This design comes from an exercise in tuning for small area on the open sky130 flow, not from production work. The RTL was checked by simulation tests, not by an equivalence proof against the original design. Power and IR drop assume default switching activity.

==> flow/design.v <==
module asr_oai221 (input logic a1, a2, b1, b2, c1, output logic y);
  assign y = ~((a1 | a2) & (b1 | b2) & c1);
endmodule
module asr_nand3 (input logic a, b, c, output logic y);
  assign y = ~(a & b & c);
endmodule
module asr_inv (input logic a, output logic y);
  assign y = ~a;
endmodule
module asr_nor2 (input logic a, b, output logic y);
  assign y = ~(a | b);
endmodule
module asr_nor3 (input logic a, b, c, output logic y);
  assign y = ~(a | b | c);
endmodule
module asr_aoi22 (input logic a1, a2, b1, b2, output logic y);
  assign y = ~((a1 & a2) | (b1 & b2));
endmodule
module asr_oai22 (input logic a1, a2, b1, b2, output logic y);
  assign y = ~((a1 | a2) & (b1 | b2));
endmodule
module asr_nand2 (input logic a, b, output logic y);
  assign y = ~(a & b);
endmodule
module asr_ao22 (input logic a1, a2, b1, b2, output logic y);
  assign y = (a1 & a2) | (b1 & b2);
endmodule
module asr_rcomb (input logic [7:0] p, input logic hold, r, output logic y);
  assign y = (|p) | (hold & r);
endmodule
module alt_sync_ram #(
  parameter int WIDTH         = 64,
  parameter int WIDTHAD       = 4,
  parameter int NUMWORDS      = 1 << WIDTHAD,
  parameter int WIDTH_BYTEENA = 8,
  parameter int OUTDATA_REG   = 1
) (
  input  logic                     clock0,
  input  logic                     aclr0,
  input  logic                     clocken0,
  input  logic                     wren_a,
  input  logic                     wren_b,
  input  logic                     rden_a,
  input  logic                     rden_b,
  input  logic [WIDTHAD-1:0]       address_a,
  input  logic [WIDTHAD-1:0]       address_b,
  input  logic [WIDTH-1:0]         data_a,
  input  logic [WIDTH-1:0]         data_b,
  input  logic [WIDTH_BYTEENA-1:0] byteena_a,
  input  logic [WIDTH_BYTEENA-1:0] byteena_b,
  input  logic                     addressstall_a,
  input  logic                     addressstall_b,
  output logic [WIDTH-1:0]         q_a,
  output logic [WIDTH-1:0]         q_b
);
  localparam int LANE  = WIDTH / WIDTH_BYTEENA;
  localparam int PAIRS = NUMWORDS / 2;
  logic [NUMWORDS-1:0][WIDTH-1:0] mem_n;
  logic [NUMWORDS-1:0][WIDTH-1:0] keep_n;
  logic [NUMWORDS-1:0][WIDTH-1:0] mem_n_nxt;
  genvar gw;
  logic [WIDTHAD-1:0] addr_reg_a, addr_reg_b;
  logic [WIDTHAD-1:0] raddr_a, raddr_b;
  logic [WIDTH-1:0]   rdata_a, rdata_b;
  logic [WIDTH-1:0]   rdata_a_nxt, rdata_b_nxt;
  logic [WIDTH-1:0]   q_a_nxt, q_b_nxt;
  localparam int WSL = 2;
  localparam int RSL = 4;
  logic [WSL-1:0][NUMWORDS-1:0] wdec_a, wdec_b;
  logic [WIDTH_BYTEENA-1:0] wbe_a, wbe_b;
  logic [NUMWORDS-1:0][WIDTH_BYTEENA-1:0] sel_a_n, sel_b_n, hold;
  logic [RSL-1:0][NUMWORDS-1:0] rsel_a_n, rsel_b_n;
  logic ren_a_n, ren_b_n;
  logic cken_n;
  logic rclr_a, rclr_b;
  logic qld_a, qld_b;
  assign raddr_a = addressstall_a ? addr_reg_a : address_a;
  assign raddr_b = addressstall_b ? addr_reg_b : address_b;
  assign ren_a_n = ~(clocken0 & rden_a);
  assign ren_b_n = ~(clocken0 & rden_b);
  assign cken_n  = ~clocken0;
  assign qld_a   = clocken0 & ~rclr_a;
  assign qld_b   = clocken0 & ~rclr_b;
  always_comb
    for (int i = 0; i < WIDTH_BYTEENA; i++) begin
      wbe_a[i] = clocken0 & wren_a & byteena_a[i];
      wbe_b[i] = clocken0 & wren_b & byteena_b[i];
    end
  logic [3:0][WIDTHAD-1:0] dec_in, dec_in_n;
  assign dec_in = {raddr_b, raddr_a, address_b, address_a};
  logic [1:0][3:0] wlo_n, whi_n, rlo, rhi;
  logic [1:0] ren;
  assign ren = {~ren_b_n, ~ren_a_n};
  genvar gp, gj, gx;
  generate
    for (gx = 0; gx < 4; gx++) begin : g_ainv
      for (gj = 0; gj < WIDTHAD; gj++) begin : g_bit
        asr_inv u_inv (.a(dec_in[gx][gj]), .y(dec_in_n[gx][gj]));
      end
    end
    for (gp = 0; gp < 2; gp++) begin : g_pdec
      for (gj = 0; gj < 4; gj++) begin : g_q
        asr_nand2 u_wlo (
          .a(gj[0] ? dec_in[gp][0] : dec_in_n[gp][0]),
          .b(gj[1] ? dec_in[gp][1] : dec_in_n[gp][1]), .y(wlo_n[gp][gj])
        );
        asr_nand2 u_whi (
          .a(gj[0] ? dec_in[gp][2] : dec_in_n[gp][2]),
          .b(gj[1] ? dec_in[gp][3] : dec_in_n[gp][3]), .y(whi_n[gp][gj])
        );
        asr_nor2 u_rlo (
          .a(gj[0] ? dec_in_n[gp+2][0] : dec_in[gp+2][0]),
          .b(gj[1] ? dec_in_n[gp+2][1] : dec_in[gp+2][1]), .y(rlo[gp][gj])
        );
        asr_nor3 u_rhi (
          .a(gj[0] ? dec_in_n[gp+2][2] : dec_in[gp+2][2]),
          .b(gj[1] ? dec_in_n[gp+2][3] : dec_in[gp+2][3]),
          .c(~ren[gp]), .y(rhi[gp][gj])
        );
      end
    end
    for (gw = 0; gw < NUMWORDS; gw++) begin : g_dec
      for (gx = 0; gx < WSL; gx++) begin : g_ws
        asr_nor2  u_wdec_a (.a(wlo_n[0][gw % 4]), .b(whi_n[0][gw / 4]), .y(wdec_a[gx][gw]));
        asr_nor2  u_wdec_b (.a(wlo_n[1][gw % 4]), .b(whi_n[1][gw / 4]), .y(wdec_b[gx][gw]));
      end
      for (gx = 0; gx < RSL; gx++) begin : g_rs
        asr_nand2 u_rsel_a (.a(rlo[0][gw % 4]), .b(rhi[0][gw / 4]), .y(rsel_a_n[gx][gw]));
        asr_nand2 u_rsel_b (.a(rlo[1][gw % 4]), .b(rhi[1][gw / 4]), .y(rsel_b_n[gx][gw]));
      end
    end
  endgenerate
  genvar gi, gb, gk;
  generate
    for (gw = 0; gw < NUMWORDS; gw++) begin : g_word
      for (gi = 0; gi < WIDTH_BYTEENA; gi++) begin : g_lane
        asr_nand2 u_sa (.a(wdec_a[gi*WSL/WIDTH_BYTEENA][gw]), .b(wbe_a[gi]), .y(sel_a_n[gw][gi]));
        asr_nand3 u_sb (.a(wdec_b[gi*WSL/WIDTH_BYTEENA][gw]), .b(wbe_b[gi]), .c(sel_a_n[gw][gi]), .y(sel_b_n[gw][gi]));
        asr_aoi22 u_h (
          .a1(wdec_a[gi*WSL/WIDTH_BYTEENA][gw]), .a2(wbe_a[gi]),
          .b1(wdec_b[gi*WSL/WIDTH_BYTEENA][gw]), .b2(wbe_b[gi]), .y(hold[gw][gi])
        );
      end
      for (gb = 0; gb < WIDTH; gb++) begin : g_bit
        asr_nand2 u_keep (.a(hold[gw][gb/LANE]), .b(mem_n[gw][gb]), .y(keep_n[gw][gb]));
        asr_oai221 u_next (
          .a1(sel_a_n[gw][gb/LANE]), .a2(data_a[gb]),
          .b1(sel_b_n[gw][gb/LANE]), .b2(data_b[gb]),
          .c1(keep_n[gw][gb]),
          .y(mem_n_nxt[gw][gb])
        );
      end
    end
    for (gb = 0; gb < WIDTH; gb++) begin : g_rd
      logic [PAIRS-1:0] pa, pb;
      for (gk = 0; gk < PAIRS; gk++) begin : g_pair
        asr_oai22 u_pa (
          .a1(rsel_a_n[gb*RSL/WIDTH][2*gk]),   .a2(mem_n[2*gk][gb]),
          .b1(rsel_a_n[gb*RSL/WIDTH][2*gk+1]), .b2(mem_n[2*gk+1][gb]), .y(pa[gk])
        );
        asr_oai22 u_pb (
          .a1(rsel_b_n[gb*RSL/WIDTH][2*gk]),   .a2(mem_n[2*gk][gb]),
          .b1(rsel_b_n[gb*RSL/WIDTH][2*gk+1]), .b2(mem_n[2*gk+1][gb]), .y(pb[gk])
        );
      end
      asr_rcomb u_ra (.p(pa), .hold(ren_a_n), .r(rdata_a[gb]), .y(rdata_a_nxt[gb]));
      asr_rcomb u_rb (.p(pb), .hold(ren_b_n), .r(rdata_b[gb]), .y(rdata_b_nxt[gb]));
      asr_ao22  u_qa (.a1(qld_a), .a2(rdata_a[gb]), .b1(cken_n), .b2(q_a[gb]), .y(q_a_nxt[gb]));
      asr_ao22  u_qb (.a1(qld_b), .a2(rdata_b[gb]), .b1(cken_n), .b2(q_b[gb]), .y(q_b_nxt[gb]));
    end
  endgenerate
  always_ff @(posedge clock0) begin
    mem_n <= mem_n_nxt;
  end
  always_ff @(posedge clock0) begin
    if (clocken0) begin
      addr_reg_a <= raddr_a;
      addr_reg_b <= raddr_b;
    end
  end
  always_ff @(posedge clock0) begin
    rdata_a <= rdata_a_nxt;
    rdata_b <= rdata_b_nxt;
  end
  always_ff @(posedge clock0 or posedge aclr0) begin
    if (aclr0) begin
      rclr_a <= 1'b1;
      rclr_b <= 1'b1;
    end else begin
      if (~ren_a_n) rclr_a <= 1'b0;
      if (~ren_b_n) rclr_b <= 1'b0;
    end
  end
  generate
    if (OUTDATA_REG != 0) begin : g_outreg
      always_ff @(posedge clock0 or posedge aclr0) begin
        if (aclr0) begin
          q_a <= '0;
          q_b <= '0;
        end else begin
          q_a <= q_a_nxt;
          q_b <= q_b_nxt;
        end
      end
    end else begin : g_outcomb
      assign q_a = rdata_a;
      assign q_b = rdata_b;
    end
  endgenerate
endmodule
Settings: LEC_CHECK=0, CAP_MARGIN=10, CORE_MARGIN=2, CORE_UTILIZATION=40, GPL_TIMING_DRIVEN=0, PLACE_DENSITY=0.7, SETUP_SLACK_MARGIN=0.35, SLEW_MARGIN=10, SYNTH_HIERARCHICAL=1; clock period 4.0 ns.
standard.sh (not shown) runs the stock make flow with config.mk's settings and CLKGATE_MAP_FILE= SYNTH_SCRIPT=/design/flow/synth_recipe.tcl, a recipe that flattens the netlist after the stock synthesis.
==> flow/flow/run.sh <==
#!/bin/bash
# Layout flow: the standard flow (standard.sh) with these changes.
#  1. After the standard synthesis, the o221ai, nor3 and a22oi cells that ABC sized up inside the one-gate
#     modules go back to drive strength 1; later repair steps size them up again where timing
#     or slew needs it. Registers are not touched.
#  2. Ports are buffered with the smallest buffer instead of a delay cell.
#  3. Clock tree: clkbuf_8 buffers, larger sink clusters, no dummy loads.
# Each make run writes its full output to a log file here; ORFS keeps its per-step logs under
# orfs/logs.
set -euo pipefail
R=orfs/results/${FLOW_PLATFORM:-sky130hd}/alt_sync_ram/base

bash standard.sh synth > run_synth.log 2>&1

sed -i -E 's/\bsky130_fd_sc_hd__(o221ai|nor3|a22oi)_2\b/sky130_fd_sc_hd__\1_1/g' "$R/1_2_yosys.v"
grep -c "sky130_fd_sc_hd__o221ai_1 " "$R/1_2_yosys.v" > run_resize.log || true

CTS="-sink_clustering_enable -repair_clock_nets -dont_use_dummy_load"
CTS="$CTS -buf_list {sky130_fd_sc_hd__clkbuf_8} -sink_clustering_size 16 -sink_clustering_max_diameter 100"
bash standard.sh "BUFFER_PORTS_ARGS=-buffer_cell sky130_fd_sc_hd__buf_1" "CTS_ARGS=$CTS" \
  finish > run_layout.log 2>&1
Next try:
- CAP_MARGIN: 10 -> 5
- SETUP_SLACK_MARGIN: 0.35 -> 0.25
- SLEW_MARGIN: 10 -> 5
The changed run finished but fails on capacitance limit, slew limit.
Setup slack gets worse by 0.048 ns.
Via count stays flat.
Power hardly moves.
Sequential share of layout area climbs by 0.15 points.
Maximum frequency drops by 1.3%.
Register-to-register slack gets worse by 0.03 ns.
Routed wire length climbs by 0.33%.
Next try:
--- a/flow/flow/run.sh
+++ b/flow/flow/run.sh
@@ -18,3 +18,3 @@
 CTS="-sink_clustering_enable -repair_clock_nets -dont_use_dummy_load"
-CTS="$CTS -buf_list {sky130_fd_sc_hd__clkbuf_8} -sink_clustering_size 16 -sink_clustering_max_diameter 100"
+CTS="$CTS -buf_list {sky130_fd_sc_hd__clkbuf_8} -sink_clustering_size 15 -sink_clustering_max_diameter 60"
 bash standard.sh "BUFFER_PORTS_ARGS=-buffer_cell sky130_fd_sc_hd__buf_1" "CTS_ARGS=$CTS" \
- CAP_MARGIN: 5 -> 15
- PLACE_DENSITY: 0.7 -> not set
- SETUP_SLACK_MARGIN: 0.25 -> 0.3
- SLEW_MARGIN: 5 -> 15
With this change the flow ran to the end with no violations.
Power is higher by 2.8%.
Cell count rose by 0.36%.
Wire length came out higher by 3.7%.
Core utilization came out higher by 0.63 points.
Fmax is higher by 0.75%.
Final area is higher by 1.4%.
Synthesized area does not change.
Sequential power hardly moves.
Worst hold slack is better by 0.077 ns.
Next try:
--- a/flow/flow/run.sh
+++ b/flow/flow/run.sh
@@ -18,3 +18,3 @@
 CTS="-sink_clustering_enable -repair_clock_nets -dont_use_dummy_load"
-CTS="$CTS -buf_list {sky130_fd_sc_hd__clkbuf_8} -sink_clustering_size 15 -sink_clustering_max_diameter 60"
+CTS="$CTS -buf_list {sky130_fd_sc_hd__clkbuf_8} -sink_clustering_size 16 -sink_clustering_max_diameter 100"
 bash standard.sh "BUFFER_PORTS_ARGS=-buffer_cell sky130_fd_sc_hd__buf_1" "CTS_ARGS=$CTS" \
- CORE_UTILIZATION: 40 -> 55
- PLACE_DENSITY: not set -> 0.7
- SETUP_SLACK_MARGIN: 0.3 -> 0.5
=> Clock skew fell by 0.038 ns; power decreases by 3.1%; die area decreases by 27%; routed wire length is lower by 8.6%; first-iteration DRC count went up by 5.6%; worst setup slack improved by 0.088 ns; clock power fell by 11%; hold slack gets worse by 0.25 ns; cell area shrinks by 1.9%; via count barely changes.

## what the ideal ports hide
The flow's constraints put no driver on any port. The routed layouts listed below were extracted and timed again, unchanged, in two steps.
Step 1: set_driving_cell puts a clkbuf_16 on clock0 and a buf_2 on each other input, an assumption about the parent block.
Step 2 also shifts input and output timing later by t, the mid clock arrival at the registers, as if the neighbouring blocks saw the same clock.
Three values: no drivers, after step 1, after step 2; two values: the first two.
run	t, ns	setup slack, ns	hold slack, ns	clock arrival spread, ns	worst register clock-pin slew, ns	worst data-port slew with drivers (ns)
the first run	0.909	0.244 / 0.295 / -0.614	0.039 / 0.001 / 0.477	0.058 / 0.058	0.11 / 0.11	0.19
the second run	0.901	0.196 / 0.248 / -0.653	0.227 / 0.183 / 0.477	0.050 / 0.051	0.11 / 0.11	0.20
the third run	0.950	0.225 / 0.280 / -0.670	0.304 / 0.249 / 0.461	0.104 / 0.104	0.10 / 0.10	0.15
the fourth run	0.869	0.312 / 0.369 / -0.501	0.049 / -0.009 / 0.476	0.051 / 0.051	0.12 / 0.12	0.18
For the third run, which loses most, drivers alone change the setup slack by +0.055 ns; drivers and shift together by -0.895 ns.
